Context: an optimization exercise on an open-source flow, tuned for small area. The choices shown serve that exercise and are no tape-out recipe. RTL that was checked went through simulation tests only; none was proved equivalent to the original. The RTL of runs 1 and 2 was laid out without a check of its function. Power and IR drop assume default switching activity.

### flow/design.v
`timescale 1ns/100ps
`default_nettype none
package usb_ctrl_pkg;
	typedef logic [7:0] req_byte_t;
	typedef struct packed {
		req_byte_t   bm_request_type;
		req_byte_t   b_request;
		logic [15:0] w_value;
		logic [15:0] w_index;
		logic [15:0] w_length;
	} setup_pkt_t;
	typedef enum logic [1:0] {kind_standard, kind_class, kind_other} req_kind_t;
	typedef enum logic [2:0] {
		reply_none,
		reply_descr,
		reply_config,
		reply_status,
		reply_probe
	} reply_src_t;
	typedef struct packed {
		logic        start;
		reply_src_t  src;
		req_byte_t   descr_type;
		req_byte_t   descr_index;
		logic [15:0] w_length;
	} reply_req_t;
	typedef struct packed {
		req_byte_t config_value;
		logic      u1_enable;
		logic      u2_enable;
		logic      ltm_enable;
		logic      remote_wakeup;
	} dev_state_t;
	typedef struct packed {
		logic        strobe;
		logic [15:0] num;
		logic [15:0] alt;
	} intf_sel_t;
	localparam req_byte_t req_get_status        = 8'h00;
	localparam req_byte_t req_set_feature       = 8'h03;
	localparam req_byte_t req_get_descriptor    = 8'h06;
	localparam req_byte_t req_get_configuration = 8'h08;
	localparam req_byte_t req_set_configuration = 8'h09;
	localparam req_byte_t req_set_interface     = 8'h0B;
	localparam req_byte_t req_set_cur      = 8'h01;
	localparam req_byte_t req_get_cur      = 8'h81;
	localparam req_byte_t vs_probe_control = 8'h01;
	localparam req_byte_t recipient_device = 8'h00;
	localparam logic [15:0] feat_remote_wakeup = 16'd0;
	localparam logic [15:0] feat_u1_enable     = 16'd48;
	localparam logic [15:0] feat_u2_enable     = 16'd49;
	localparam logic [15:0] feat_ltm_enable    = 16'd50;
	localparam req_byte_t descr_device = 8'd1;
	localparam req_byte_t descr_config = 8'd2;
	localparam req_byte_t descr_string = 8'd3;
	localparam req_byte_t descr_bos    = 8'd15;
endpackage
`default_nettype wire
`timescale 1ns/100ps
`default_nettype none
package ep0_buf_pkg;
	typedef logic [31:0] buf_word_t;
	typedef logic [10:0] pkt_len_t;
	typedef logic [15:0] xfer_len_t;
	typedef logic [3:0]  word_idx_t;
	typedef struct packed {
		buf_word_t data;
		logic      wren;
		logic      commit;
		pkt_len_t  commit_len;
	} in_buf_t;
	typedef struct packed {
		buf_word_t data;
		pkt_len_t  len;
		logic      has_data;
	} out_buf_t;
endpackage
`default_nettype wire
`timescale 1ns/100ps
`default_nettype none
module descr_rom (
	input  wire [4:0]  addr,
	output wire [31:0] data
);
	logic [31:0] mem [32];
	initial begin
		$readmemh("descr_rom.hex", mem);
	end
	assign data = mem[addr];
endmodule
`default_nettype wire
`timescale 1ns/100ps
`default_nettype none
module usb_ep0_ctrl (
	input  wire        clk,
	input  wire        rst_n,
	input  wire        request_active,
	input  wire [7:0]  setup_bm_request_type,
	input  wire [7:0]  setup_b_request,
	input  wire [15:0] setup_w_value,
	input  wire [15:0] setup_w_index,
	input  wire [15:0] setup_w_length,
	input  wire        in_ready,
	output wire [31:0] in_data,
	output wire        in_wren,
	output wire        in_commit,
	output wire [10:0] in_commit_len,
	input  wire [31:0] out_data,
	input  wire [10:0] out_len,
	input  wire        out_has_data,
	output wire        out_rden,
	output wire        out_ack,
	output logic [7:0] current_config_value,
	output logic       intf_strobe,
	output logic [15:0] intf_num,
	output logic [15:0] intf_alt
);
	localparam logic [1:0] src_descr = 2'd0;
	localparam logic [1:0] src_config = 2'd1;
	localparam logic [1:0] src_status = 2'd2;
	localparam logic [1:0] src_probe = 2'd3;
	wire is_std = setup_bm_request_type[6:5] == 2'b00;
	wire is_class = setup_bm_request_type[6:5] == 2'b01;
	wire probe_ctl = setup_w_value[15:8] == 8'h01;
	wire [7:0] breq = setup_b_request;
	logic       u1_enable, u2_enable, ltm_enable, remote_wakeup;
	logic       probe_arm;
	logic       has_src;
	logic [1:0] src_c;
	logic [5:0] nat_len;
	logic [4:0] base_c;
	always_comb begin
		has_src = 1'b0;
		src_c = src_descr;
		nat_len = '0;
		base_c = '0;
		if (is_std && breq == 8'h06) begin
			has_src = 1'b1;
			src_c = src_descr;
			case (setup_w_value[15:8])
				8'd1: begin base_c = 5'd0; nat_len = 6'(16'd18); end
				8'd2: begin base_c = 5'd5; nat_len = 6'(16'd25); end
				8'd3: begin
					case (setup_w_value[7:0])
						8'd0: begin base_c = 5'd12; nat_len = 6'(16'd4); end
						8'd1: begin base_c = 5'd13; nat_len = 6'(16'd10); end
						8'd2: begin base_c = 5'd16; nat_len = 6'(16'd10); end
						default: ;
					endcase
				end
				8'd15: begin base_c = 5'd19; nat_len = 6'(16'd22); end
				default: ;
			endcase
		end else if (is_std && breq == 8'h08) begin
			has_src = 1'b1;
			src_c = src_config;
			nat_len = 6'd1;
		end else if (is_std && breq == 8'h00) begin
			has_src = 1'b1;
			src_c = src_status;
			nat_len = 6'd2;
		end else if (is_class && probe_ctl && breq == 8'h81) begin
			has_src = 1'b1;
			src_c = src_probe;
			nat_len = 6'(16'd34);
		end
	end
	wire [5:0] clamp_c = (setup_w_length < 16'(nat_len)) ? setup_w_length[5:0] : nat_len;
	wire       go_c = request_active && has_src && clamp_c != '0;
	always_ff @(posedge clk or negedge rst_n) begin
		if (!rst_n) begin
			current_config_value <= '0;
			u1_enable <= 1'b0;
			u2_enable <= 1'b0;
			ltm_enable <= 1'b0;
			remote_wakeup <= 1'b0;
			intf_strobe <= 1'b0;
			intf_num <= '0;
			intf_alt <= '0;
			probe_arm <= 1'b0;
		end else begin
			intf_strobe <= 1'b0;
			probe_arm <= 1'b0;
			if (request_active) begin
				if (is_std && breq == 8'h09)
					current_config_value <= setup_w_value[7:0];
				if (is_std && breq == 8'h0B) begin
					intf_strobe <= 1'b1;
					intf_num <= setup_w_index;
					intf_alt <= setup_w_value;
				end
				if (is_std && breq == 8'h03 && setup_w_index[7:0] == 8'h00) begin
					case (setup_w_value)
						16'd48: u1_enable <= 1'b1;
						16'd49: u2_enable <= 1'b1;
						16'd50: ltm_enable <= 1'b1;
						16'd0: remote_wakeup <= setup_w_index[9];
						default: ;
					endcase
				end
				probe_arm <= is_class && probe_ctl && breq == 8'h01;
			end
		end
	end
	typedef enum logic [1:0] {st_idle, st_fetch, st_write, st_commit} state_t;
	state_t     state;
	logic       pend;       
	logic [1:0] src_q;
	logic [4:0] base_q;
	logic [5:0] remain;     
	logic [3:0] ptr;        
	wire wr_fire = state == st_write && in_ready;
	wire pkt_last = ptr[1:0] == 2'd3 || {2'b00, ptr[1:0], 2'b00} + 6'd4 >= remain;
	wire reply_done = remain <= 6'd16;
	wire idle_nxt = (state == st_idle && !pend) || (state == st_commit && reply_done);
	wire accept = go_c && idle_nxt;
	always_ff @(posedge clk or negedge rst_n) begin
		if (!rst_n) begin
			state <= st_idle;
			pend <= 1'b0;
		end else begin
			pend <= accept;
			case (state)
				st_idle: if (pend) state <= st_fetch;
				st_fetch: state <= st_write;
				st_write: if (wr_fire && pkt_last) state <= st_commit;
				st_commit: state <= reply_done ? st_idle : st_fetch;
				default: state <= st_idle;
			endcase
		end
	end
	always_ff @(posedge clk) begin
		if (accept) begin
			src_q <= src_c;
			base_q <= base_c;
			remain <= clamp_c;
		end else if (state == st_commit) begin
			remain[5:4] <= remain[5:4] - 2'd1;
		end
		if (pend)
			ptr <= '0;
		else if (wr_fire)
			ptr <= ptr + 4'd1;
	end
	logic [31:0] rom_data;
	logic [31:0] probe_word;
	descr_rom u_rom (
		.addr (base_q + 5'(ptr)),
		.data (rom_data)
	);
	always_comb begin
		case (src_q)
			src_descr: in_data_c = rom_data;
			src_config: in_data_c = {current_config_value, 24'h0};
			src_status: in_data_c = {3'b000, ltm_enable, u2_enable, u1_enable, remote_wakeup,
				1'b1, 24'h0};
			default: in_data_c = probe_word;
		endcase
	end
	logic [31:0] in_data_c;
	assign in_data = in_data_c;
	assign in_wren = wr_fire;
	assign in_commit = state == st_commit;
	assign in_commit_len = {6'd0, (remain > 6'd16) ? 5'd16 : remain[4:0]};
	logic       busy;
	logic [8:0] cnt;
	logic       p;
	logic       word_valid;
	logic [3:0] word_idx;
	wire len_wrap = out_len[10:2] == 9'h1FF && out_len[1:0] != 2'b00;
	assign out_rden = busy && (cnt != '0 || p);
	assign out_ack = busy && cnt == '0 && !p;
	always_ff @(posedge clk or negedge rst_n) begin
		if (!rst_n) begin
			busy <= 1'b0;
			cnt <= '0;
			p <= 1'b0;
			word_valid <= 1'b0;
			word_idx <= '0;
		end else begin
			word_valid <= out_rden;
			if (!busy) begin
				if (out_has_data) begin
					busy <= 1'b1;
					cnt <= len_wrap ? 9'd0 : out_len[10:2];
					p <= out_len[1:0] != 2'b00 && !len_wrap;
				end
			end else if (out_rden) begin
				if (p)
					p <= 1'b0;
				else
					cnt <= cnt - 9'd1;
			end else begin
				busy <= 1'b0;
			end
			if (!busy)
				word_idx <= '0;
			else if (word_valid)
				word_idx <= word_idx + 4'd1;
		end
	end
	logic       armed;
	logic       commit_q, commit_q2;
	logic       cur_valid;
	logic [9:0][31:0] sr;
	logic [8:0][31:0] cur;
	logic [8:0][31:0] rst_blk;
	assign rst_blk = {32'h0000_0000, 32'h7307_0000, 32'h0000_4059,
		32'h9900_D049, 32'h0000_00C6, 32'h0000_0000,
		32'h0000_0000, 32'h2A2C_0A00, 32'h0000_0101};
	always_ff @(posedge clk)
		sr <= {sr[8:0], out_data};
	always_ff @(posedge clk or negedge rst_n) begin
		if (!rst_n) begin
			armed <= 1'b0;
			commit_q <= 1'b0;
			commit_q2 <= 1'b0;
			cur_valid <= 1'b0;
		end else begin
			commit_q <= 1'b0;
			commit_q2 <= commit_q;
			if (probe_arm) begin
				armed <= 1'b1;
			end else if (armed && word_valid && word_idx == 4'd8) begin
				armed <= 1'b0;
				commit_q <= 1'b1;
			end
			if (commit_q2)
				cur_valid <= 1'b1;
		end
	end
	always_ff @(posedge clk)
		if (commit_q2)
			cur <= {sr[1], sr[2], sr[3], sr[4], sr[5], sr[6], sr[7], sr[8], sr[9]};
	always_comb begin
		probe_word = '0;
		for (int k = 0; k < 9; k++)
			if (cur_valid && (k == 8 ? ptr[3] : (!ptr[3] && ptr[2:0] == 3'(k))))
				probe_word = probe_word | cur[k];
		if (!cur_valid)
			probe_word = ptr[3] ? rst_blk[8] : rst_blk[ptr[2:0]];
	end
endmodule
`default_nettype wire
### flow/standard.sh
#!/bin/bash
# synth_recipe.tcl (not shown) runs the flow's synth.tcl, then flattens the netlist and writes it again
# the make line also repeats each setting of config.mk as NAME=value (left out here)
make -C /OpenROAD-flow-scripts/flow DESIGN_CONFIG=/design/flow/config.mk WORK_HOME=/design/flow/orfs CLKGATE_MAP_FILE= SYNTH_SCRIPT=/design/flow/synth_recipe.tcl "${@:-finish}"
### flow/descr_rom.hex
// descriptor bytes, four per word, first byte in bits 31:24
12012003
EF020109
B404F100
00010102
00010000
09021900
010100C0
00090400
00000E01
00000724
01000100
00000000
04030904
0A035500
56004300
33000000
0A034300
41004D00
30000000
050F1600
02071002
00000000
0A100300
0E00010A
FF070000
00000000
00000000
00000000
00000000
00000000
00000000
00000000

### flow/flow/run.sh
#!/bin/bash
# The standard layout, with the port buffers made from the smallest
# buffer cell and a clock tree without dummy balancing loads.
set -euo pipefail
export BUFFER_PORTS_ARGS="-buffer_cell sky130_fd_sc_hd__buf_1"
export CTS_ARGS="-sink_clustering_enable -repair_clock_nets -dont_use_dummy_load -buf_list sky130_fd_sc_hd__clkbuf_16 -sink_clustering_size 40 -sink_clustering_max_diameter 60"
bash standard.sh > standard.log 2>&1
### flow/constraint.sdc
create_clock -name core_clock -period 10.0 [get_ports {clk}]
set_input_delay 2.0000 -clock core_clock [delete_from_list [all_inputs] [get_ports {clk}]]
set_output_delay 2.0000 -clock core_clock [all_outputs]
set_load 0.01 [all_outputs]
### flow/config.mk
export PLATFORM = sky130hd
export DESIGN_NAME = usb_ep0_ctrl
export DESIGN_NICKNAME = usb_ep0_ctrl
export VERILOG_FILES = /design/flow/design.v
export SDC_FILE = /design/flow/constraint.sdc
export NUM_CORES = 4
export LEC_CHECK = 0
export CAP_MARGIN = 20
export CORE_MARGIN = 2
export CORE_UTILIZATION = 65
export PLACE_DENSITY = 0.75
export SLEW_MARGIN = 20
==> summary.txt, run 1 <==
Of the total power, the share spent switching nets is 0.2486. The fraction of the core area covered by cells at the end of the flow came out at 0.7268. The startpoint type of the worst setup path is a flip-flop. The remaining antenna violation count after routing came out at 0. The via count of the first global-routing pass is 12.28k. The most used flip-flop cell after synthesis is dfxtp_1. The setup TNS is 0 ns. The unique cell type count in the Yosys netlist is 75. 200 I/O pins were placed.

After clock tree synthesis, the clock-pin slew on the worst setup and hold paths is 0.11 ns. Between clock sinks in the finished design, the worst skew comes to 0.06904 ns. The flow ran to the end and the layout has no timing, DRC or antenna violations.

The portion of the clock cycle consumed by the worst path in the final layout is 0.5860. The tree is rooted in a clkbuf_16. Summed over all nets, the switching power comes to 0.001315 W. The tightest min-delay check is of the reg -> reg type. The first global-routing pass estimated 68560 um of wire. The number of antenna diodes in the final layout is 0. Of all nets on the critical path, the largest fanout is 30. The starting density of the core is 0.6636.

The share of cells above drive strength 1 came out at 0.07692. The slew at the pin closest to its max-slew limit came out at 0.9061 ns. The congestion estimate from routability-driven global placement came to 0.9026. Of the total power, registers draw 0.598. The number of vias per cell is 6.059. Synthesis handed over a netlist of 1439 instances.

The total track usage came out at 0.2512. The netlist area before placement is 22360 sq um. The initial antenna violation count came to 0. The average wire per cell in the routed design is 22.00 um. The hold buffer count at cts came out at 0. The data required time at the worst endpoint came out at 8.00 ns. Power spread over the standard cell area amounts to 216.1 nW/um^2. The initial DRC count is 1015.

TritonCTS built the clock tree. The fraction of power consumed by combinational cells is 0.136. The first detailed-routing pass ran for 7 iterations. The number of buffer cells added on primary ports came out at 187. Summing over every cut layer, the via total after detailed routing is 12.56k. The clock sink count is 694. The biggest area consumer among synthesized cells is edfxtp_1. Setup repair after global routing left no endpoint under its margin. After floorplanning, the core was sized to cover 33700 sq um. STA classifies the critical path endpoint as an output port. The flip-flop and latch count after synthesis is 694. The maximum number of pins on one net before global-route repair came out at 204.

The total global routing overflow is 0. Data arrives at the worst endpoint at 3.86 ns. The maximum frequency from static timing analysis came out at 0.1706 GHz. The hold violation total from the final report came out at 0. The total count of max-transition violations in the final report came out at 0. The number of levels in the clock H-tree came out at 2. The total detailed-routing wirelength is 45620 um. The die boundary height is 189.5 um. Once the clock tree was built, the setup fixing pass inserted 0 buffers.

The max-capacitance violation count is 0. Buffers inserted during clock tree synthesis total 35. Yosys attributes the largest share of cell area to edfxtp_1 40%, dfxtp_1 29%, dfrtp_1 7.7%. The internal portion of the total power is 0.003977 W.

The final net count is 1778. The clock group share of total power is 0.266. Counting along the longest clock path gives a buffer depth of 3. The sequential share of the synthesized area came out at 0.7714.

The worst setup path is of the reg -> out kind. The count of endpoints failing setup in the final report is 0. The die is 189.5 um wide. The area growth from synthesis to final layout is 9.523%.

The smallest clock period supported by the final layout is computed as 5.860 ns. The number of gates resized after cts came out at 0. The synthesized design contains 301 enable-type register cells.

Dividing the synthesized area by the synthesized cell count gives 15.54 sq um. The placement row count is 67. The half-perimeter wire length after detailed placement is 28660 um. During synthesis, Yosys emitted a total of 2 warnings. The headroom to the max-slew limit is 0.3959. The worst-case IR drop observed on VDD is 0.2204 mV.

In this run the static leakage power is 8.975 nW. The fraction of post-synthesis cell area in the top cell type by area is 0.4042. The clock insertion delay at the later pin of the skew report came out at 0.55 ns. In the synthesized netlist the async set-or-reset flop fraction comes to 0.09942. The full die area came out at 35900 sq um. The DRC violations left is 0.
-- routing by layer --
layer | global-route usage | vias up | part of all wire
met5 | 0 | - | 0
met4 | 0.08945 | 0 | 0.034
met3 | 0.04245 | 90 | 0.068
met2 | 0.4234 | 482 | 0.48
met1 | 0.3335 | 6192 | 0.41
li1 | - | 5796 | -
-- critical path, stage by stage, from the launching register on --
cell      delay [ns]
dfxtp_1         0.50
ha_1            0.36
ha_1            0.42
and3_1          0.21
buf_4           0.46
a22o_1          0.23
a221oi_1        0.05
a31oi_1         0.51
a31oi_1         0.12
o211ai_1        0.21
buf_1           0.26
-- final timing paths --
check,startpoint,end,slack [ns],cells past startpoint
hold / removal,sr[84],sr[116],0.30,0
setup reg to reg,ptr[0],state[0],7.16,9
setup / recovery,ptr[1],in_data[27],4.14,10
max in group asynchronous,rst_n,commit_q2,7.65,2
hold reg to reg,sr[84],sr[116],0.30,0
min in group asynchronous,rst_n,intf_alt[10],1.67,2
-- flip-flops by register name, summed over array words and instances, names as in the netlist, 2 cells and up --
name	flops
cnt	9
remain	6
current_config_value	8
sr	320
src_q	2
base_q	5
intf_alt	16
ptr	4
state	2
cur	288
word_idx	4
intf_num	16
-- power groups by stage --
stage | combinational (W) | clock (W) | sequential [W]
2_1_floorplan | 0.000469 | 0 | 0.00320
3_3_place_gp | 0.000694 | 0 | 0.00322
3_5_place_dp | 0.000713 | 0 | 0.00323
4_1_cts | 0.000715 | 0.00143 | 0.00316
5_1_grt | 0.000791 | 0.00152 | 0.00318
6_report | 0.000719 | 0.00141 | 0.00317
-- synthesized netlist by cell type, types with 5 or more instances --
cell type and number:
nand3_1 30, and2_1 10, o22ai_1 5, nand2_1 71
dfrtp_1 69, a221o_1 6, buf_2 6, nor2_1 42
a22o_1 27, xnor2_1 8, mux2_2 45, xor2_1 6
nor3_1 20, nand4_1 8, nor3b_1 7, o21ai_0 26
clkbuf_1 47, inv_1 27, a22oi_1 52, a211oi_1 8
buf_4 6, a31oi_1 22, or3_1 7, nor2b_1 12
and3_1 15, o211ai_1 8, a221oi_1 33, ha_1 38
edfxtp_1 301, a222oi_1 20, a21o_1 7, a21oi_1 42
nor4_1 10, dfxtp_1 324
-- cell type report --
| class | count | area (sq um) |
|---|---|---|
| sequential | 694 | 17260 |
| fill | 2158 | 9208 |
| inverter | 27 | 101.3 |
| clock buffer | 35 | 875.8 |
| timing repair buffer | 208 | 913.4 |
| tap | 448 | 560.5 |
| multi-input combinational | 661 | 4786 |
-- metrics by stage --
| step | setup WS (ns) | area, sq um | hold slack, ns | instances | power (W) |
|---|---|---|---|---|---|
| 6_report | 4.140 | 24490 | 0.2966 | 2073 | 0.005292 |
| 5_1_grt | 3.961 | 24490 | 0.2944 | 2073 | 0.005495 |
| 4_1_cts | 4.154 | 24430 | 0.3014 | 2071 | 0.005310 |
| 3_5_place_dp | 3.722 | 23550 | 0.3121 | 2036 | 0.003938 |
| 3_3_place_gp | 3.841 | 23550 | 0.3102 | 2036 | 0.003911 |
| 2_1_floorplan | 3.116 | 22380 | 0.3096 | 1444 | 0.003666 |
-- kinds of logic after synthesis --
group / Yosys count / share of synthesized area
fa+ha+maj: 39 / 0.02216
simple gates: 263 / 0.06272
xor+xnor: 14 / 0.005483
compound gates: 289 / 0.09629
other cells: 1 / 0.0001677
flops: 694 / 0.7714
buf+inv: 89 / 0.01628
mux: 50 / 0.02546
-- cells in the final DEF (no fill, tap or decap), types with 8 or more instances in the layout --
| cell type | netlist | layout |
|---|---|---|
| o21ai_0 | 26 | 26 |
| dfxtp_1 | 324 | 324 |
| a22oi_1 | 52 | 52 |
| nor2_1 | 42 | 40 |
| a22o_1 | 27 | 27 |
| nor4_1 | 10 | 10 |
| dfrtp_1 | 69 | 68 |
| clkbuf_16 | 0 | 35 |
| edfxtp_1 | 301 | 301 |
| buf_4 | 6 | 18 |
| buf_1 | 3 | 186 |
| and2_1 | 10 | 10 |
| and3_1 | 15 | 13 |
| inv_1 | 27 | 27 |
| mux2_2 | 45 | 45 |
| a221oi_1 | 33 | 33 |
| nand3_1 | 30 | 30 |
| nand4_1 | 8 | 8 |
| ha_1 | 38 | 38 |
| o211ai_1 | 8 | 8 |
| nand2_1 | 71 | 71 |
| nor2b_1 | 12 | 12 |
| a21oi_1 | 42 | 42 |
| xnor2_1 | 8 | 8 |
| a222oi_1 | 20 | 20 |
| a31oi_1 | 22 | 22 |
| nor3_1 | 20 | 20 |
==> inputs of run 2 (changes only) <==
==> flow/flow/run.sh (replaced) <==
#!/bin/bash
# The standard layout, with the port buffers made from the smallest
# buffer cell and a clock tree without dummy balancing loads.
set -euo pipefail
export BUFFER_PORTS_ARGS="-buffer_cell sky130_fd_sc_hd__buf_1"
export CTS_ARGS="-sink_clustering_enable -repair_clock_nets -dont_use_dummy_load -buf_list sky130_fd_sc_hd__clkbuf_4 -sink_clustering_size 12 -sink_clustering_max_diameter 40"
bash standard.sh > standard.log 2>&1
==> run 2 against run 1 <==
Wire length fell by 0.61%. Clock skew fell by 0.0091 ns. Die area did not move. Non-clock buffer count fell by 1. Sequential share of layout area rose by 1.1 points. Critical path type unchanged.
==> summary.txt, run 2 <==
The run finished with no timing, DRC or antenna violations. More flip-flops sit in one register than any other, and that register is sr. The worst register-to-register path ends at state[0]. The synthesized area divided by synthesized cell count came out at 15.54 sq um (unchanged). STA classifies the critical path endpoint as an output port.

The number of levels in the clock H-tree came out at 3 (+1). The clock tree skew after final layout came out at 0.05991 ns (-0.009128 ns). The cell depth of the worst flop-to-flop path is 9 (unchanged).

The fraction of post-synthesis cell area in the top cell type by area is 0.4042 (unchanged). The placement row count came out at 67 (unchanged). The final net count was 1814 (+2.0%).

The clock sink count is 694 (unchanged). The full die area came out at 35900 sq um (unchanged). The clock insertion delay at the later pin of the skew report came out at 0.72 ns (+0.17 ns). The internal power is 0.003683 W (-7.4%). The total track usage came out at 0.2525 (+0.001270).

The post-CTS setup repair buffer count came out at 0 (unchanged). The share of cells above drive strength 1 is 0.09693 (+0.02001). The area of the placeable core is 33700 sq um (unchanged). The horizontal die dimension came out at 189.5 um (unchanged).

The total detailed-routing wirelength is 45340 um (-0.61%). The sequential share of the synthesized area is 0.7714 (unchanged). The startpoint type of the worst setup path is a flip-flop. The first element of the critical path is ptr[1]. The fraction of the core area covered by cells at the end of the flow is 0.7161 (-0.01069).

The maximum frequency from static timing analysis is 0.1650 GHz (-3.3%). The global placement routability congestion was 0.9026 (unchanged). The netlist area before placement came to 22360 sq um (unchanged).

The maximum vdd drop came out at 0.1319 mV (-40%). The termination of the worst setup path is in_data[27]. The first-pass GRT wire length is 68600 um (about the same). The total chip power is 0.004987 W (-5.8%). The largest registers in the layout are sr (320), cur (288). The hold buffer count at cts came out at 0 (unchanged). The critical path data arrival time came to 4.06 ns (+0.20 ns). The number of detailed-route iterations in the first pass came out at 8 (+1).

The max-capacitance violation count was 0 (unchanged). The most common library cell in the layout ignoring fill and taps is dfxtp_1. The remaining antenna violation count after routing came out at 0 (unchanged). The initial antenna violation count came out at 1 (+1). The commonest cells after synthesis are 324 x dfxtp_1, 301 x edfxtp_1, 71 x nand2_1.

The number of buffer cells added on primary ports is 187 (unchanged). The initial DRC count is 1088 (+7.2%). The placement-stage cell area is 23550 sq um (unchanged). The tightest hold margin came out at 0.3010 ns (+0.004439 ns). The most used flip-flop cell after synthesis is dfxtp_1.

The number of vias per cell is 6.018 (-0.67%). The data required time at the worst endpoint is 8.00 ns (about the same). The library cells used most frequently in the layout, excluding fill and tap cells, are 324 x dfxtp_1, 301 x edfxtp_1, 186 x buf_1. The portion of the clock cycle consumed by the worst path in the final layout is 0.6061 (+0.02008). The power density relative to cell area is 206.6 nW/um^2 (-4.4%).

The critical path in this run is classified as reg -> out. Yosys instantiated no cell more often than dfxtp_1. The register share of total power is 0.634 (+0.036).

TritonCTS built the clock tree. By area the synthesized netlist is led by edfxtp_1 40%, dfxtp_1 29%, dfrtp_1 7.7%. The number of gates resized after cts was 0 (unchanged).

The fraction of power spent switching nets came out at 0.2614 (+0.01288). The count of endpoints failing setup in the final report is 0 (unchanged). The die boundary height came out at 189.5 um (unchanged). The number of warnings issued by yosys came out at 2 (unchanged). The setup slack of the most critical reg-to-reg path is 7.15 ns (about the same). The DRC violations left was 0 (unchanged). The worst-case clock buffer depth is 3 (unchanged). The area growth from synthesis to final layout is 7.911%. The worst min-delay path category is reg -> reg.

The number of ports placed on the die boundary was 200 (unchanged). The total non-filler cell area in the finished layout came out at 24130 sq um (-1.5%). The setup TNS was 0 ns (unchanged). The flip-flop count of the largest register, all copies and words added was 320 (unchanged). The starting density of the core was 0.6636 (unchanged). The unique cell type count in the Yosys netlist came out at 75 (unchanged). The number of synthesized flops with an enable pin came out at 301 (unchanged).

The fraction of power consumed by combinational cells came to 0.144 (+0.008). The share of synthesized registers carrying an async set or reset came out at 0.09942 (unchanged). The total count of max-transition violations in the final report is 0 (unchanged). The average wire per cell in the routed design is 21.49 um (-2.4%). The hold violation total from the final report came out at 0 (unchanged). edfxtp_1 takes more of the synthesized area than any other cell. The maximum net fanout on the critical path came out at 30 (unchanged).

The slew at the pin closest to its max-slew limit was 1.192 ns (+0.2858 ns). The maximum number of pins on one net before global-route repair came to 204 (unchanged). The total via count after detailed routing came out at 12.70k (+1.1%). The flip-flop and latch count after synthesis came out at 694 (unchanged). The number of buffers inserted during clock tree synthesis was 72 (+110%).

Setup repair after global routing left no endpoint under its margin. The clock group share of total power is 0.221 (-0.045). The clock slew seen by the registers of the worst setup and hold paths came to 0.11 ns (about the same).

The standby leakage power came out at 8.863 nW (-1.2%). The headroom to the max-slew limit came to 0.2054 (-0.1905). The power dissipated by switching net loads is 0.001304 W (-0.89%). The cell chosen for the clock root is clkbuf_4.

The post-layout minimum cycle time came out at 6.061 ns (+0.2008 ns). The startpoint identified for the worst register-to-register timing path is ptr[0]. The total global routing overflow is 0 (unchanged). The via count of the first global-routing pass is 12.57k (+2.4%). The half-perimeter wire length after detailed placement is 28660 um (unchanged). The number of instances in the synthesized netlist came out at 1439 (unchanged).
run 2: cell types whose count changed in the layout (fill, tap and decap cells not counted), sizes merged:
cell	previous run	this run
buf	208	207
clkbuf	35	72
diode	0	1
run 2: worst max-delay path: stages, from the launching register on:
cell and delay [ns]:
dfxtp_1 0.49, ha_1 0.36, ha_1 0.41, and3_1 0.21, buf_4 0.46, a22o_1 0.23
a221oi_1 0.05, a31oi_1 0.51, a31oi_1 0.11, o211ai_1 0.22, buf_1 0.26
run 2: final cells by class:
type | count | area (sq um)
Multi-Input combinational cell | 661 | 4786
Tap cell | 448 | 560.5
Fill cell | 2247 | 9568
Antenna cell | 1 | 2.502
Clock buffer | 72 | 540.5
Sequential cell | 694 | 17260
Timing Repair Buffer | 207 | 885.9
Inverter | 27 | 101.3
run 2: power groups by stage:
stage / registers [W] / logic, W / clock network [W]
6_report: 0.00316 / 0.000720 / 0.00110
5_1_grt: 0.00318 / 0.000789 / 0.00125
4_1_cts: 0.00316 / 0.000715 / 0.00114
3_5_place_dp: 0.00323 / 0.000713 / 0
3_3_place_gp: 0.00322 / 0.000694 / 0
2_1_floorplan: 0.00320 / 0.000469 / 0
run 2: metal layers:
layer	up-vias	global-route usage	share of wire
met2	528	0.4107	0.47
met3	108	0.04560	0.075
met5	-	0	0
met4	0	0.1184	0.037
li1	5886	-	-
met1	6177	0.3345	0.41
run 2: kinds of logic after synthesis:
group | share of synthesized area
flip-flops | 0.7714
AO/OA/AOI/OAI | 0.09629
AND/OR/NAND/NOR | 0.06272
buffers and inverters | 0.01628
multiplexers | 0.02546
adder cells (fa/ha/maj) | 0.02216
XOR/XNOR | 0.005483
other | 0.0001677
run 2: stage by stage:
| stage | setup slack [ns] | std cells |
|---|---|---|
| floorplan | 3.116 | 1444 |
| global placement | 3.841 | 2036 |
| detailed placement | 3.722 | 2036 |
| CTS | 3.906 | 2108 |
| global route | 3.745 | 2110 |
| finish | 3.939 | 2110 |
run 2: how the worst min path moves through the flow:
| stage | from | to | depth (start not counted) |
|---|---|---|---|
| 3_5_place_dp | sr[7] | sr[39] | 0 |
| 5_1_grt | sr[221] | sr[253] | 0 |
| 2_1_floorplan | sr[0] | sr[32] | 0 |
| 6_report | sr[227] | sr[259] | 0 |
| 4_1_cts | sr[221] | sr[253] | 0 |
| 3_3_place_gp | sr[18] | sr[50] | 0 |
==> inputs of run 3 (changes only) <==
--- a/flow/design.v
+++ b/flow/design.v
@@ -332,13 +332,7 @@
 	always_ff @(posedge clk)
 		if (commit_q2)
 			cur <= {sr[1], sr[2], sr[3], sr[4], sr[5], sr[6], sr[7], sr[8], sr[9]};
-	always_comb begin
-		probe_word = '0;
-		for (int k = 0; k < 9; k++)
-			if (cur_valid && (k == 8 ? ptr[3] : (!ptr[3] && ptr[2:0] == 3'(k))))
-				probe_word = probe_word | cur[k];
-		if (!cur_valid)
-			probe_word = ptr[3] ? rst_blk[8] : rst_blk[ptr[2:0]];
-	end
+	assign probe_word = cur_valid ? (ptr[3] ? cur[8] : cur[ptr[2:0]]) :
+		(ptr[3] ? rst_blk[8] : rst_blk[ptr[2:0]]);
 endmodule
 `default_nettype wire
==> flow/run.sh (new file) <==
#!/bin/bash
# synth_recipe.tcl (not shown) runs the flow's synth.tcl, then flattens the netlist and writes it again
# the make line also repeats each setting of config.mk as NAME=value (left out here)
make -C /OpenROAD-flow-scripts/flow DESIGN_CONFIG=/design/flow/config.mk WORK_HOME=/design/flow/orfs CLKGATE_MAP_FILE= SYNTH_SCRIPT=/design/flow/synth_recipe.tcl finish
--- a/flow/config.mk
+++ b/flow/config.mk
@@ -7,6 +7,5 @@
 export LEC_CHECK = 0
 export CAP_MARGIN = 20
 export CORE_MARGIN = 2
-export CORE_UTILIZATION = 65
-export PLACE_DENSITY = 0.75
+export CORE_UTILIZATION = 40
 export SLEW_MARGIN = 20
removed: flow/flow/run.sh
removed: flow/standard.sh
==> run 3 against run 2 <==
Power rose by 47%. First-iteration DRC count fell by 16%. Clock skew fell by 0.045 ns. Sequential share of layout area fell by 10 points. Still clean. Flip-flop and latch count did not move. Clock power rose by 140%.
==> summary.txt, run 3 <==
The max-capacitance violation count was 0 (unchanged). The placement row count is 88 (+31%). The maximum number of pins on one net before global-route repair was 87 (-57%). The number of buffer cells added on primary ports came out at 187 (unchanged).

The fraction of power consumed by combinational cells is 0.195 (+0.051). The half-perimeter wire length after detailed placement came out at 30580 um (+6.7%). The netlist area before placement is 23090 sq um (+3.3%). The starting density of the core came to 0.4025 (-0.2610). TritonCTS built the clock tree.

The hold violation total from the final report came to 0 (unchanged). For this run, the leading register cell type out of synthesis is dfxtp_1. The final setup slack of the worst path came to 3.165 ns (-0.7740 ns). The total via count after detailed routing is 12.50k (-1.6%). The via count of the first global-routing pass is 12.48k (-0.74%). The total count of max-transition violations in the final report is 0 (unchanged). The critical path data arrival time is 4.84 ns (+0.78 ns). The maximum frequency from static timing analysis is 0.1463 GHz (-11%). The remaining antenna violation count after routing came out at 0 (unchanged).

The number of warnings issued by yosys came out at 2 (unchanged). The maximum vdd drop came out at 0.1793 mV (+36%). The number of vias per cell is 4.996 (-17%). The number of levels in the clock H-tree is 3 (unchanged). The horizontal die dimension came out at 244.3 um (+29%). The fraction of post-synthesis cell area in the top cell type by area is 0.3914 (-0.01277). The number of gates resized after cts is 0 (unchanged). The run finished with no timing, DRC or antenna violations. The library cells used most frequently in the layout, excluding fill and tap cells, are 321 x dfxtp_1, 301 x edfxtp_1, 186 x clkdlybuf4s50_1. The stage delay of the slowest cell on the critical path is 0.82 ns (+0.31 ns). dfxtp_1 is the most common cell in the netlist. The internal power came out at 0.005371 W (+46%). The number of ports placed on the die boundary is 200 (unchanged). The clock group share of total power is 0.367 (+0.146). The number of buffers inserted during clock tree synthesis came out at 71 (-1.4%). The most common library cell in the layout ignoring fill and taps is dfxtp_1.

The share of synthesized registers carrying an async set or reset came out at 0.09942 (unchanged). The total chip power is 0.007323 W (+47%). The initial DRC count is 910 (-16%).

The count of endpoints failing setup in the final report came out at 0 (unchanged). The fraction of power spent switching nets came out at 0.2665 (+0.005108). The initial antenna violation count is 0 (-1). The DRC violations left is 0 (unchanged). The worst setup path is captured at an output port.

The clock tree skew after final layout came out at 0.01525 ns (-0.04466 ns). The setup slack after placement came to 3.193 ns (-0.5288 ns). The number of buffers and inverters on the critical path came out at 2 (unchanged). The full die area came to 59670 sq um (+66%). The maximum net fanout on the critical path is 36 (+20%). The critical path in this run is classified as reg -> out.

The power density relative to cell area was 259.4 nW/um^2 (+26%). Walking the worst path, the cells encountered are ha_1, fa_1, inv_1, ha_1, nand2_1, o21ai_1, nand2_1, a211oi_1, clkdlybuf4s50_1. Among all stages on the critical path, the largest delay is contributed by dfxtp_4. The largest registers in the layout are sr (320), cur (288). The flip-flop and latch count after synthesis came to 694 (unchanged).

The number of detailed-route iterations in the first pass came to 5 (-3). The setup TNS is 0 ns (unchanged). The power dissipated by switching net loads came out at 0.001952 W (+50%). STA classifies the critical path startpoint as a flip-flop. The area of the placeable core came out at 57370 sq um (+70%). The register share of total power is 0.438 (-0.196). The kind of cell with the highest combined delay on the critical path is adder cells.

The register with the most flip-flops in the final layout is sr. The post-layout minimum cycle time came out at 6.835 ns (+0.7740 ns). The data required time at the worst endpoint came out at 8.00 ns (about the same). The clock slew seen by the registers of the worst setup and hold paths is 0.06 ns (-0.05 ns). The clock insertion delay at the later pin of the skew report is 0.60 ns (-0.12 ns).

The unique cell type count in the Yosys netlist is 76 (+1.3%). Clock tree synthesis selected as its root buffer the cell clkbuf_16. The average wire per cell in the routed design is 18.61 um (-13%). The number of synthesized flops with an enable pin is 301 (unchanged). The global placement routability congestion came to 0.8827 (-2.2%). The slew at the pin closest to its max-slew limit was 1.039 ns (-0.1529 ns). The flip-flop count of the largest register, all copies and words added came out at 320 (unchanged). The hold buffer count at cts was 0 (unchanged). edfxtp_1 takes more of the synthesized area than any other cell. The sequential share of the synthesized area came out at 0.7471 (-0.02437). The first-pass GRT wire length came to 71650 um (+4.4%). The portion of the clock cycle consumed by the worst path in the final layout is 0.6835 (+0.07740).

The number of instances in the synthesized netlist is 1458 (+1.3%). The area growth from synthesis to final layout is 22.26%. The tightest min-delay check is of the reg -> reg type.

The final net count is 1831 (+0.94%). The standby leakage power came to 10.51 nW (+19%). The headroom to the max-slew limit is 0.3074 (+0.1020). Ranked by total cell area, the synthesized netlist is headed by edfxtp_1 39%, dfxtp_1 28%, dfrtp_1 7.5%. The fraction of the core area covered by cells at the end of the flow is 0.4922 (-0.2239). The die boundary height is 244.3 um (+29%). Sorting the synthesized cells by how often they occur yields 324 x dfxtp_1, 301 x edfxtp_1, 119 x nand2_1.

The synthesized area divided by synthesized cell count was 15.84 sq um (+1.9%). The post-CTS setup repair buffer count is 0 (unchanged). The number of antenna cells inserted was 0 (-1). The share of cells above drive strength 1 is 0.1423 (+0.04535). Setup repair after global routing left no endpoint under its margin. The clock sink count came to 694 (unchanged). The total global routing overflow came out at 0 (unchanged).

The total track usage is 0.1560 (-0.09650). The worst-case clock buffer depth is 3 (unchanged). The total detailed-routing wirelength is 46550 um (+2.7%).
-- run 3: cell count changes in the layout (fill, tap and decap cells not counted), sizes merged, moves of 28 or more --
cell,previous run,this run
buf,207,15
clkdlybuf4s50,0,186
mux4,1,66
nand2,71,119
a22oi,52,5
a221oi,33,2
clkbuf,72,100
-- run 3: metal layers --
layer  up-vias  wire length (um)  global-route usage  share of wire
li1       5876                 -                   -              -
met1      6184             21610              0.2211           0.46
met2       356             21090              0.2397           0.45
met3        80              2781             0.03424          0.060
met4         0              1064             0.04986          0.023
met5         -                 0                   0              0
-- run 3: per-stage QoR --
step	cell area, sq um	cells	hold WS, ns
after floorplan	23110	1463	0.3096
after global routing	28230	2501	0.3296
final	28230	2501	0.3247
after detailed placement	25810	2373	0.3121
after global placement	25810	2373	0.3110
after CTS	28230	2501	0.3259
-- run 3: cell families after synthesis --
group	after synthesis	share of synthesized area
and+or+nand+nor	297	0.06182
adders and majority gates	38	0.02091
DFF	694	0.7471
other	1	0.0001624
muxes	126	0.09238
buffers and inverters	87	0.01571
xor gates and xnor gates	13	0.004931
AOI/OAI and AO/OA	202	0.05700
-- run 3: power by group through the flow --
stage                     Combinational [W]  Clock, W  Sequential (W)
after floorplan                    0.000959         0         0.00319
after global placement              0.00144         0         0.00326
after detailed placement            0.00145         0         0.00327
after CTS                           0.00145   0.00276         0.00321
after global routing                0.00156   0.00287         0.00323
final                               0.00143   0.00269         0.00321
-- run 3: final timing paths --
path | depth (start not counted) | startpoint | end | slack, ns
setup reg to reg | 9 | ptr[1] | state[1] | 6.43
hold reg to reg | 0 | sr[22] | sr[54] | 0.32
setup / recovery | 9 | ptr[0] | in_data[25] | 3.16
min in group asynchronous | 1 | rst_n | p | 1.52
max in group asynchronous | 1 | rst_n | commit_q2 | 7.81
hold / removal | 0 | sr[22] | sr[54] | 0.32
-- run 3: final cells by class --
cell class / count / area, sq um
fill: 4863 / 29130
clock buffer: 100 / 2038
multi-input combinational: 682 / 5497
timing repair buffer: 201 / 1978
inverter: 31 / 116.4
sequential: 694 / 17260
clock inverter: 28 / 385.4
tap: 765 / 957.2
-- run 3: worst register-to-register path, cell delays in order, from the launching register on --
cell and delay (ns):
dfxtp_2 0.75, buf_4 0.68, inv_2 0.32, ha_1 0.45
ha_1 0.31, o21a_1 0.10, o21a_1 0.16, o211ai_1 0.18
a21o_1 0.17, mux2_2 0.33
==> inputs of run 4 (changes only) <==
--- a/flow/design.v
+++ b/flow/design.v
@@ -248,14 +248,16 @@
 		.addr (base_q + 5'(ptr)),
 		.data (rom_data)
 	);
+	wire sel_descr = src_q == src_descr;
+	wire sel_probe = src_q == src_probe;
 	always_comb begin
-		case (src_q)
-			src_descr: in_data_c = rom_data;
-			src_config: in_data_c = {current_config_value, 24'h0};
-			src_status: in_data_c = {3'b000, ltm_enable, u2_enable, u1_enable, remote_wakeup,
-				1'b1, 24'h0};
-			default: in_data_c = probe_word;
-		endcase
+		in_data_c = sel_descr ? rom_data : '0;
+		in_data_c = in_data_c | probe_word;
+		if (src_q == src_config)
+			in_data_c[31:24] = in_data_c[31:24] | current_config_value;
+		if (src_q == src_status)
+			in_data_c[31:24] = in_data_c[31:24] | {3'b000, ltm_enable, u2_enable, u1_enable,
+				remote_wakeup, 1'b1};
 	end
 	logic [31:0] in_data_c;
 	assign in_data = in_data_c;
@@ -332,7 +334,13 @@
 	always_ff @(posedge clk)
 		if (commit_q2)
 			cur <= {sr[1], sr[2], sr[3], sr[4], sr[5], sr[6], sr[7], sr[8], sr[9]};
-	assign probe_word = cur_valid ? (ptr[3] ? cur[8] : cur[ptr[2:0]]) :
-		(ptr[3] ? rst_blk[8] : rst_blk[ptr[2:0]]);
+	always_comb begin
+		probe_word = '0;
+		for (int k = 0; k < 9; k++)
+			if (sel_probe && cur_valid && (k == 8 ? ptr[3] : (!ptr[3] && ptr[2:0] == 3'(k))))
+				probe_word = probe_word | cur[k];
+		if (sel_probe && !cur_valid)
+			probe_word = ptr[3] ? rst_blk[8] : rst_blk[ptr[2:0]];
+	end
 endmodule
 `default_nettype wire
==> flow/flow/run.sh (new file) <==
#!/bin/bash
# The standard layout, with the port buffers made from the smallest
# buffer cell and a clock tree without dummy balancing loads.
set -euo pipefail
export BUFFER_PORTS_ARGS="-buffer_cell sky130_fd_sc_hd__buf_1"
export CTS_ARGS="-sink_clustering_enable -repair_clock_nets -dont_use_dummy_load -buf_list sky130_fd_sc_hd__clkbuf_8 -sink_clustering_size 20 -sink_clustering_max_diameter 50"
bash standard.sh > standard.log 2>&1
==> flow/standard.sh (new file) <==
#!/bin/bash
# synth_recipe.tcl (not shown) runs the flow's synth.tcl, then flattens the netlist and writes it again
# the make line also repeats each setting of config.mk as NAME=value (left out here)
make -C /OpenROAD-flow-scripts/flow DESIGN_CONFIG=/design/flow/config.mk WORK_HOME=/design/flow/orfs CLKGATE_MAP_FILE= SYNTH_SCRIPT=/design/flow/synth_recipe.tcl "${@:-finish}"
--- a/flow/config.mk
+++ b/flow/config.mk
@@ -7,5 +7,6 @@
 export LEC_CHECK = 0
 export CAP_MARGIN = 20
 export CORE_MARGIN = 2
-export CORE_UTILIZATION = 40
+export CORE_UTILIZATION = 65
+export PLACE_DENSITY = 0.75
 export SLEW_MARGIN = 20
removed: flow/run.sh
==> run 4 against run 3 <==
Hold slack got worse by 0.021 ns. Largest cell class unchanged. Largest power group unchanged. Still clean on timing, DRC and antenna. Critical endpoint is now in_data[28]. Synthesized cell count increased by 2.0%. Cell area decreased by 15%. Core utilization increased by 22 points. Clock skew increased by 0.032 ns. Wire length decreased by 4.1%. Count of clock-buffer cells in the layout decreased by 53.
==> summary.txt, run 4 <==
The clock slew seen by the registers of the worst setup and hold paths is 0.11 ns (+0.05 ns). The clock tree skew after final layout is 0.04724 ns (+0.03199 ns). The maximum vdd drop is 0.1239 mV (-31%). The total via count after detailed routing came out at 12.72k (+1.8%). The initial antenna violation count is 1 (+1). TritonCTS built the clock tree.

The total chip power came out at 0.005038 W (-31%). The end of the worst register-to-register path is state[0]. The full die area came out at 35750 sq um (-40%).

The worst setup path is of the reg -> out kind. The footprint of the flip-flops and latches is 17260 sq um (about the same). The setup TNS is 0 ns (unchanged).

The worst min-delay path category is reg -> reg. The remaining antenna violation count after routing is 0 (unchanged). The cell seen most often among critical-path stages is ha_1.

By count the netlist is led by 324 x dfxtp_1, 301 x edfxtp_1, 169 x nand2_1. The cell count after placement came out at 2078 (-12%). Traced cell by cell, the critical path runs through ha_1, fa_1, inv_1, ha_1, nand3_1, a21oi_1, a31oi_1, o2111ai_1, buf_1. The number of ports placed on the die boundary came out at 200 (unchanged). For this run, the leading register cell type out of synthesis is dfxtp_1. The horizontal die dimension is 189.1 um (-23%). Broken down by cell family, the worst path's largest delay share belongs to adder cells. The synthesized area divided by synthesized cell count was 14.97 sq um (-5.5%).

The initial DRC count is 1203 (+32%). The setup slack of the most critical reg-to-reg path came out at 7.32 ns (+0.89 ns). The die boundary height came out at 189.1 um (-23%). The share of synthesized registers carrying an async set or reset is 0.09942 (unchanged).

Yosys instantiated no cell more often than dfxtp_1. The standby leakage power is 9.089 nW (-14%). The clock insertion delay at the later pin of the skew report was 0.59 ns (about the same). The hold violation total from the final report came out at 0 (unchanged).

The first-pass GRT wire length was 68600 um (-4.3%). The fraction of post-synthesis cell area in the top cell type by area came out at 0.4060 (+0.01458). The slew at the pin closest to its max-slew limit was 1.155 ns (+0.1158 ns).

The clock sink count came out at 694 (unchanged). The flip-flop count of the largest register, all copies and words added is 320 (unchanged). The number of fill cells in the layout was 2254 (-54%). The placement-stage cell area is 23400 sq um (-9.3%). The number of detailed-route iterations in the first pass came out at 7 (+2).

The portion of the clock cycle consumed by the worst path in the final layout was 0.5986 (-0.08495). The unique cell type count in the Yosys netlist came to 73 (-3.9%). The power density relative to cell area came out at 209.5 nW/um^2 (-19%). The sequential share of the synthesized area is 0.7749 (+0.02784). The number of synthesized flops with an enable pin came out at 301 (unchanged).

The flow ran to the end and the layout has no timing, DRC or antenna violations. The average wire per cell in the routed design came out at 21.02 um (+13%). The number of buffer cells added on primary ports is 187 (unchanged).

The most common library cell in the layout ignoring fill and taps is dfxtp_1. The area growth from synthesis to layout is 8.014%. The largest registers in the layout are sr (320), cur (288).

In this run the most critical hold path is launched from sr[274]. The number of gates resized after cts came out at 0 (unchanged). The via count of the first global-routing pass is 12.42k (-0.46%). The placement row count is 67 (-24%). The global placement routability congestion came to 0.9334 (+5.7%). The maximum frequency from static timing analysis was 0.1671 GHz (+14%). The worst-case clock buffer depth is 3 (unchanged). By area the synthesized netlist is led by edfxtp_1 41%, dfxtp_1 29%, dfrtp_1 7.8%. The final instance count without filler cells came to 2125 (-15%). The number of instances in the synthesized netlist is 1487 (+2.0%).

The total count of max-transition violations in the final report came out at 0 (unchanged). The area taken by multi-input logic gates is 4632 sq um (-16%). The number of instances on the worst hold path is 0 (unchanged). The final net count is 1830 (-0.055%). The total non-filler cell area in the finished layout came to 24050 sq um (-15%). For hold timing, the worst endpoint is sr[306]. The headroom to the max-slew limit came out at 0.2302 (-0.07718). The number of buffers and inverters on the critical path is 2 (unchanged).

The number of warnings issued by yosys is 2 (unchanged). The fraction of the core area covered by cells at the end of the flow is 0.7153 (+0.2232). The worst setup path is launched from a flip-flop.

The data required time at the worst endpoint is 8.00 ns (about the same). The number of vias per cell is 5.988 (+20%). Leaving out fill and tap cells, the most frequent cells in the layout are 324 x dfxtp_1, 301 x edfxtp_1, 186 x buf_1.

Summed over all instances, the cell type with the most area after synthesis is edfxtp_1. The total global routing overflow was 0 (unchanged). The cell depth of the worst flop-to-flop path came out at 9 (unchanged). Ranked by flip-flop count, first place goes to sr. The total detailed-routing wirelength is 44660 um (-4.1%). The hold buffer count at cts is 0 (unchanged). The total track usage came to 0.2502 (+0.09420). The flip-flop and latch count after synthesis came out at 694 (unchanged). The count of endpoints failing setup in the final report came out at 0 (unchanged).

STA classifies the critical path endpoint as an output port. The largest individual stage delay along the critical path comes from the cell fa_1. The root buffer cell chosen for the clock tree is clkbuf_8. The number of antenna cells inserted came out at 0 (unchanged). Setup repair after global routing left no endpoint under its margin.

The max-capacitance violation count is 0 (unchanged). The maximum net fanout on the critical path came out at 10 (-72%). The startpoint identified for the worst register-to-register timing path is ptr[0]. The half-perimeter wire length after detailed placement is 28640 um (-6.3%).

The share of cells above drive strength 1 came out at 0.05367 (-0.08861). The DRC violations left is 0 (unchanged). The area of the placeable core came to 33620 sq um (-41%).

The starting density of the core came out at 0.6623 (+0.2597). The post-CTS setup repair buffer count came out at 0 (unchanged). The number of levels in the clock H-tree came out at 2 (-1). The number of buffers inserted during clock tree synthesis came to 47 (-34%). The netlist area before placement was 22260 sq um (-3.6%). The maximum number of pins on one net before global-route repair came to 210 (+140%).

The post-layout minimum cycle time is 5.986 ns (-0.8495 ns). The critical path data arrival time is 3.99 ns (-0.85 ns). The stage delay of the slowest cell on the critical path is 0.55 ns (-0.27 ns).
-- run 4: changes by cell type after synthesis, sizes merged, moves of 18 or more --
cell and delta:
nand2 +50, a22oi +49, mux2 -26, mux4 -66, a21oi -18, a222oi +25
o21ai -26, a221oi +40
-- run 4: worst register-to-register path: stages, from the launching register on --
cell      delay [ns]
dfxtp_1         0.49
inv_1           0.15
ha_1            0.47
ha_1            0.36
o21a_1          0.12
o21a_1          0.10
o21ai_0         0.06
a311oi_1        0.47
o21ai_0         0.20
o21bai_1        0.17
-- run 4: cell type report --
cell class	instances	area share
Sequential cell	694	0.7176
Multi-Input combinational cell	702	0.1926
Timing Repair Buffer	203	0.03476
Clock buffer	47	0.02690
Tap cell	448	0.02331
Inverter	31	0.004839
-- run 4: how the worst max path moves through the flow --
stage,slack (ns),to,cells after the start,startpoint
floorplan,3.12,cur_valid,1,commit_q2
global placement,4.40,src_q[1],10,setup_b_request[6]
detailed placement,4.32,src_q[0],10,setup_b_request[6]
CTS,4.09,in_data[28],9,ptr[0]
global route,3.84,in_data[28],9,ptr[0]
finish,4.01,in_data[28],9,ptr[0]
-- run 4: per-layer routing --
layer,routed length [um],vias up,share of wire,GRT usage
li1,-,5886,-,-
met1,19510,6319,0.44,0.3618
met2,21340,459,0.48,0.4093
met3,3039,58,0.068,0.03392
met4,758,2,0.017,0.06010
met5,12,-,0.00027,0
-- run 4: where the power goes --
part / total, W / switching [W] / leakage (nW) / internal, W
registers: 0.00315 / 0.0000828 / 6.38 / 0.00307
logic: 0.000695 / 0.000448 / 2.37 / 0.000247
clock network: 0.00119 / 0.000768 / 0.338 / 0.000423
total: 0.00504 / 0.00130 / 9.09 / 0.00374
-- run 4: logic make-up (layout without fill, tap and decap cells) --
kind of cell / Yosys count / count (layout) / synth area share
flops: 694 / 694 / 0.7749
other cells: 1 / 6 / 0.0001684
buf+inv: 96 / 281 / 0.01793
mux: 20 / 20 / 0.009611
simple gates: 359 / 359 / 0.07902
compound gates: 266 / 266 / 0.09138
xor+xnor: 12 / 12 / 0.004721
fa+ha+maj: 39 / 39 / 0.02226
-- run 4: stage by stage --
step / hold slack, ns / setup WS, ns
2_1_floorplan: 0.3096 / 3.116
3_3_place_gp: 0.3112 / 4.402
3_5_place_dp: 0.3121 / 4.316
4_1_cts: 0.3033 / 4.088
5_1_grt: 0.3083 / 3.837
6_report: 0.3036 / 4.014
==> inputs of run 5 (changes only) <==
--- a/flow/design.v
+++ b/flow/design.v
@@ -273,33 +273,28 @@
 	assign out_rden = busy && (cnt != '0 || p);
 	assign out_ack = busy && cnt == '0 && !p;
 	always_ff @(posedge clk or negedge rst_n) begin
-		if (!rst_n) begin
+		if (!rst_n)
 			busy <= 1'b0;
-			cnt <= '0;
-			p <= 1'b0;
-			word_valid <= 1'b0;
-			word_idx <= '0;
-		end else begin
-			word_valid <= out_rden;
-			if (!busy) begin
-				if (out_has_data) begin
-					busy <= 1'b1;
-					cnt <= len_wrap ? 9'd0 : out_len[10:2];
-					p <= out_len[1:0] != 2'b00 && !len_wrap;
-				end
-			end else if (out_rden) begin
-				if (p)
-					p <= 1'b0;
-				else
-					cnt <= cnt - 9'd1;
-			end else begin
-				busy <= 1'b0;
-			end
-			if (!busy)
-				word_idx <= '0;
-			else if (word_valid)
-				word_idx <= word_idx + 4'd1;
+		else if (!busy)
+			busy <= out_has_data;
+		else if (!out_rden)
+			busy <= 1'b0;
+	end
+	always_ff @(posedge clk) begin
+		word_valid <= out_rden;
+		if (!busy) begin
+			cnt <= len_wrap ? 9'd0 : out_len[10:2];
+			p <= out_len[1:0] != 2'b00 && !len_wrap;
+		end else if (out_rden) begin
+			if (p)
+				p <= 1'b0;
+			else
+				cnt <= cnt - 9'd1;
 		end
+		if (!busy)
+			word_idx <= '0;
+		else if (word_valid)
+			word_idx <= word_idx + 4'd1;
 	end
 	logic       armed;
 	logic       commit_q, commit_q2;
--- a/flow/config.mk
+++ b/flow/config.mk
@@ -5,8 +5,8 @@
 export SDC_FILE = /design/flow/constraint.sdc
 export NUM_CORES = 4
 export LEC_CHECK = 0
-export CAP_MARGIN = 20
+export CAP_MARGIN = 0
 export CORE_MARGIN = 2
 export CORE_UTILIZATION = 65
 export PLACE_DENSITY = 0.75
-export SLEW_MARGIN = 20
+export SLEW_MARGIN = 0
==> run 5 against run 4 <==
Still clean. Clock skew up 0.0090 ns. Power up 6.0%. Core utilization down 0.33 points. Sequential share of layout area up 0.44 points. Critical endpoint unchanged. Largest power group unchanged.
==> summary.txt, run 5 <==
Clock tree synthesis selected as its root buffer the cell clkbuf_8. The worst setup path is launched from a flip-flop. The total detailed-routing wirelength is 43630 um (-2.3%).

The global placement routability congestion is 0.8699 (-6.8%). The area taken by multi-input logic gates was 4553 sq um (-1.7%). The maximum net fanout on the critical path is 17 (+7).

The post-layout minimum cycle time is 6.045 ns (+0.05947 ns). The maximum frequency from static timing analysis was 0.1654 GHz (-0.98%). The hold violation total from the final report is 0 (unchanged). The final net count came out at 1757 (-4.0%). The number of instances in the synthesized netlist is 1420 (-4.5%). The number of detailed-route iterations in the first pass came out at 5 (-2). The clock insertion delay at the later pin of the skew report came out at 0.61 ns (+0.02 ns).

The remaining antenna violation count after routing came out at 0 (unchanged). The final instance count without filler cells came out at 2052 (-3.4%). sr holds more flip-flops than any other register. The max-capacitance violation count came out at 0 (unchanged). The horizontal die dimension came out at 188.8 um (-0.15%). The hold buffer count at cts came out at 0 (unchanged). The starting density of the core is 0.6603 (-0.001973). The die boundary height came to 188.8 um (-0.15%). The commonest cells after synthesis are 329 x dfxtp_1, 311 x edfxtp_1, 103 x nand2_1. The predominant post-synthesis flop cell is dfxtp_1. The slew at the pin closest to its max-slew limit came out at 1.213 ns (+0.05786 ns).

The placement row count is 67 (unchanged). The number of ports placed on the die boundary came out at 200 (unchanged). The clock tree skew after final layout came out at 0.05624 ns (+0.009002 ns). The critical path is of the reg -> out type. The setup TNS is 0 ns (unchanged). The stage delay of the slowest cell on the critical path is 0.74 ns (+0.19 ns). The netlist area before placement is 22200 sq um (-0.30%). The first-pass GRT wire length came out at 67030 um (-2.3%). The largest registers in the layout are sr (320), cur (288). The via count of the first global-routing pass came to 12.20k (-1.8%).

The number of fill cells in the layout came out at 2277 (+1.0%). The flip-flop count of the largest register, all copies and words added is 320 (unchanged). The data required time at the worst endpoint came out at 8.00 ns (about the same).

The initial DRC count came out at 1032 (-14%). The worst-case clock buffer depth came out at 3 (unchanged). In this design, the largest share of critical-path delay is due to simple AND/OR/NAND/NOR gates. The number of warnings issued by yosys is 2 (unchanged). The footprint of the flip-flops and latches was 17280 sq um (+0.14%). The run finished with no timing, DRC or antenna violations. The number of antenna cells inserted is 0 (unchanged).

The biggest area consumer among synthesized cells is edfxtp_1. The cell count after placement is 2006 (-3.5%). The count of endpoints failing setup in the final report is 0 (unchanged). The unique cell type count in the Yosys netlist is 75 (+2.7%). The fraction of post-synthesis cell area in the top cell type by area came out at 0.4207 (+0.01474). The worst min-delay path category is reg -> reg. The critical path data arrival time is 4.05 ns (+0.06 ns). The kind of capture point of the worst setup path is an output port. The total count of max-transition violations in the final report came out at 0 (unchanged).

The full die area is 35640 sq um (-0.29%). The clock slew seen by the registers of the worst setup and hold paths is 0.11 ns (about the same). The total non-filler cell area in the finished layout was 23930 sq um (-0.47%). The half-perimeter wire length after detailed placement came out at 27480 um (-4.1%). The signal on the critical path passes through ha_1, ha_1, and2_1, buf_4, a222oi_1, nand3_1, a221oi_1, nand3_1, a311o_1, buf_1. By area the synthesized netlist is led by edfxtp_1 42%, dfxtp_1 30%, dfrtp_1 6.1%.

The power density relative to cell area was 223.2 nW/um^2 (+6.5%). The number of buffers inserted during clock tree synthesis is 46 (-2.1%). The share of cells above drive strength 1 is 0.07606 (+0.02239). Leaving out fill and tap cells, the most frequent cell in the layout is dfxtp_1. The total track usage was 0.2471 (-0.003121). In the layout the commonest cells are 329 x dfxtp_1, 311 x edfxtp_1, 186 x buf_1. The sequential share of the synthesized area is 0.7784 (+0.003443). In the post-synthesis netlist, the cell with the most instances is dfxtp_1.

The clock sink count is 694 (unchanged). The area of the placeable core is 33620 sq um (unchanged). The headroom to the max-slew limit came out at 0.1916 (-0.03857). On the critical path, the stage with the largest delay is an instance of and2_1. The number of instances on the worst hold path was 0 (unchanged).

The share of synthesized registers carrying an async set or reset is 0.07781 (-0.02161). The maximum vdd drop was 0.1442 mV (+16%). The DRC violations left came out at 0 (unchanged). The maximum number of pins on one net before global-route repair came to 206 (-1.9%). The standby leakage power came out at 8.795 nW (-3.2%).

The number of buffer cells added on primary ports came to 187 (unchanged). The total chip power came out at 0.005341 W (+6.0%). The synthesized area divided by synthesized cell count is 15.63 sq um (+4.4%). The number of synthesized flops with an enable pin is 311 (+3.3%). Setup repair after global routing left no endpoint under its margin.

The number of gates resized after cts came out at 0 (unchanged). The number of buffers and inverters on the critical path came to 2 (unchanged). The number of vias per cell came out at 5.952 (-0.59%). The total via count after detailed routing is 12.21k (-4.0%). The clock tree from TritonCTS is yes. The number of cells on the critical path came out at 10 (+1). The total global routing overflow came out at 0 (unchanged).

The average wire per cell in the routed design came out at 21.26 um (+1.2%). The number of levels in the clock H-tree came out at 2 (unchanged). The flip-flop and latch count after synthesis is 694 (unchanged). The portion of the clock cycle consumed by the worst path in the final layout is 0.6045 (+0.005947). The cell depth of the worst flop-to-flop path came out at 8 (-1). The post-CTS setup repair buffer count was 0 (unchanged). The area growth from synthesis to final layout is 7.830%.

The placement-stage cell area is 23300 sq um (-0.42%). The initial antenna violation count came out at 0 (-1). The tightest hold margin is 0.2871 ns (-0.01650 ns).
-- run 5: cell types whose count changed after synthesis, moves of 7 or more --
cell	previous run	this run
nor2_1	51	35
dfrtp_1	69	54
nand2_1	169	103
mux2_2	9	41
nand4_1	26	18
edfxtp_1	301	311
a222oi_1	25	34
o21ai_0	19	29
a22oi_1	54	47
-- run 5: report_power, final --
group | leakage (nW) | internal (W) | total [W] | switching (W)
Clock | 0.331 | 0.000415 | 0.00118 | 0.000761
Combinational | 2.17 | 0.000350 | 0.000987 | 0.000637
Sequential | 6.30 | 0.00309 | 0.00318 | 0.0000916
-- run 5: worst paths after layout --
path	from	slack, ns	endpoint
setup / recovery	ptr[0]	3.95	in_data[28]
hold reg to reg	sr[21]	0.29	sr[53]
max in group asynchronous	rst_n	7.93	commit_q2
hold / removal	sr[21]	0.29	sr[53]
setup reg to reg	remain[5]	7.08	remain[4]
min in group asynchronous	rst_n	1.53	intf_num[6]
-- run 5: metal layers --
layer	global-route usage	part of all wire	vias up	wire length (um)
met1	0.3397	0.42	6016	18320
met2	0.4006	0.48	452	20820
li1	-	-	5659	-
met5	0	0	-	0
met3	0.04843	0.073	87	3184
met4	0.08353	0.030	0	1295
-- run 5: through the flow --
stage | setup slack (ns) | utilization
after floorplan | 3.116 | -
final | 3.955 | 0.7120
after global placement | 3.723 | 0.6932
after CTS | 3.928 | 0.7120
after global routing | 3.724 | 0.7120
after detailed placement | 3.634 | 0.6932
-- run 5: layout make-up --
cell class | count | share of cell area
multi-input cells | 638 | 0.1902
repair buffers | 199 | 0.03367
well taps | 448 | 0.02342
inverters | 27 | 0.004234
clock buffers | 46 | 0.02645
flip-flops and latches | 694 | 0.7220
-- run 5: cells by family (layout without fill, tap and decap cells) --
group / after synthesis / after routing / share of synthesized area
buffers and inverters: 93 / 272 / 0.01770
AOI/OAI and AO/OA: 253 / 253 / 0.08720
adders and majority gates: 39 / 39 / 0.02232
xor gates and xnor gates: 19 / 19 / 0.007497
muxes: 45 / 45 / 0.02260
DFF: 694 / 694 / 0.7784
and+or+nand+nor: 276 / 276 / 0.06415
other: 1 / 6 / 0.0001689

-- re-timing with driven ports --
Ports are ideal in the flow. The routed layouts listed here were re-timed in OpenROAD. Step 1, drivers: a clkbuf_16 drives clk and a buf_2 each remaining input, both assumed. Step 2 moves the port delays by t, midway between the first and last clock arrival at a register: inputs arrive t later, outputs are due t later. That takes back most of the time a late clock gives input paths. a / b / c = ideal / step 1 / step 2; a / b = the first two.
| run | t (ns) | setup WS [ns] | pins driven straight from the clock port |
|---|---|---|---|
| run 1 | 0.566 | 4.140 / 4.086 / 3.786 | 1 |
| run 2 | 0.750 | 3.939 / 3.888 / 3.808 | 1 |
| run 3 | 0.650 | 3.165 / 3.107 / 3.163 | 1 |
| run 4 | 0.627 | 4.014 / 3.963 / 4.293 | 1 |
| run 5 | 0.629 | 3.955 / 3.906 / 3.502 | 1 |
After both steps setup and hold are still met in every run listed. The setup slack of run 5, which loses most, moves by -0.049 ns with the drivers and by -0.453 ns with both steps.
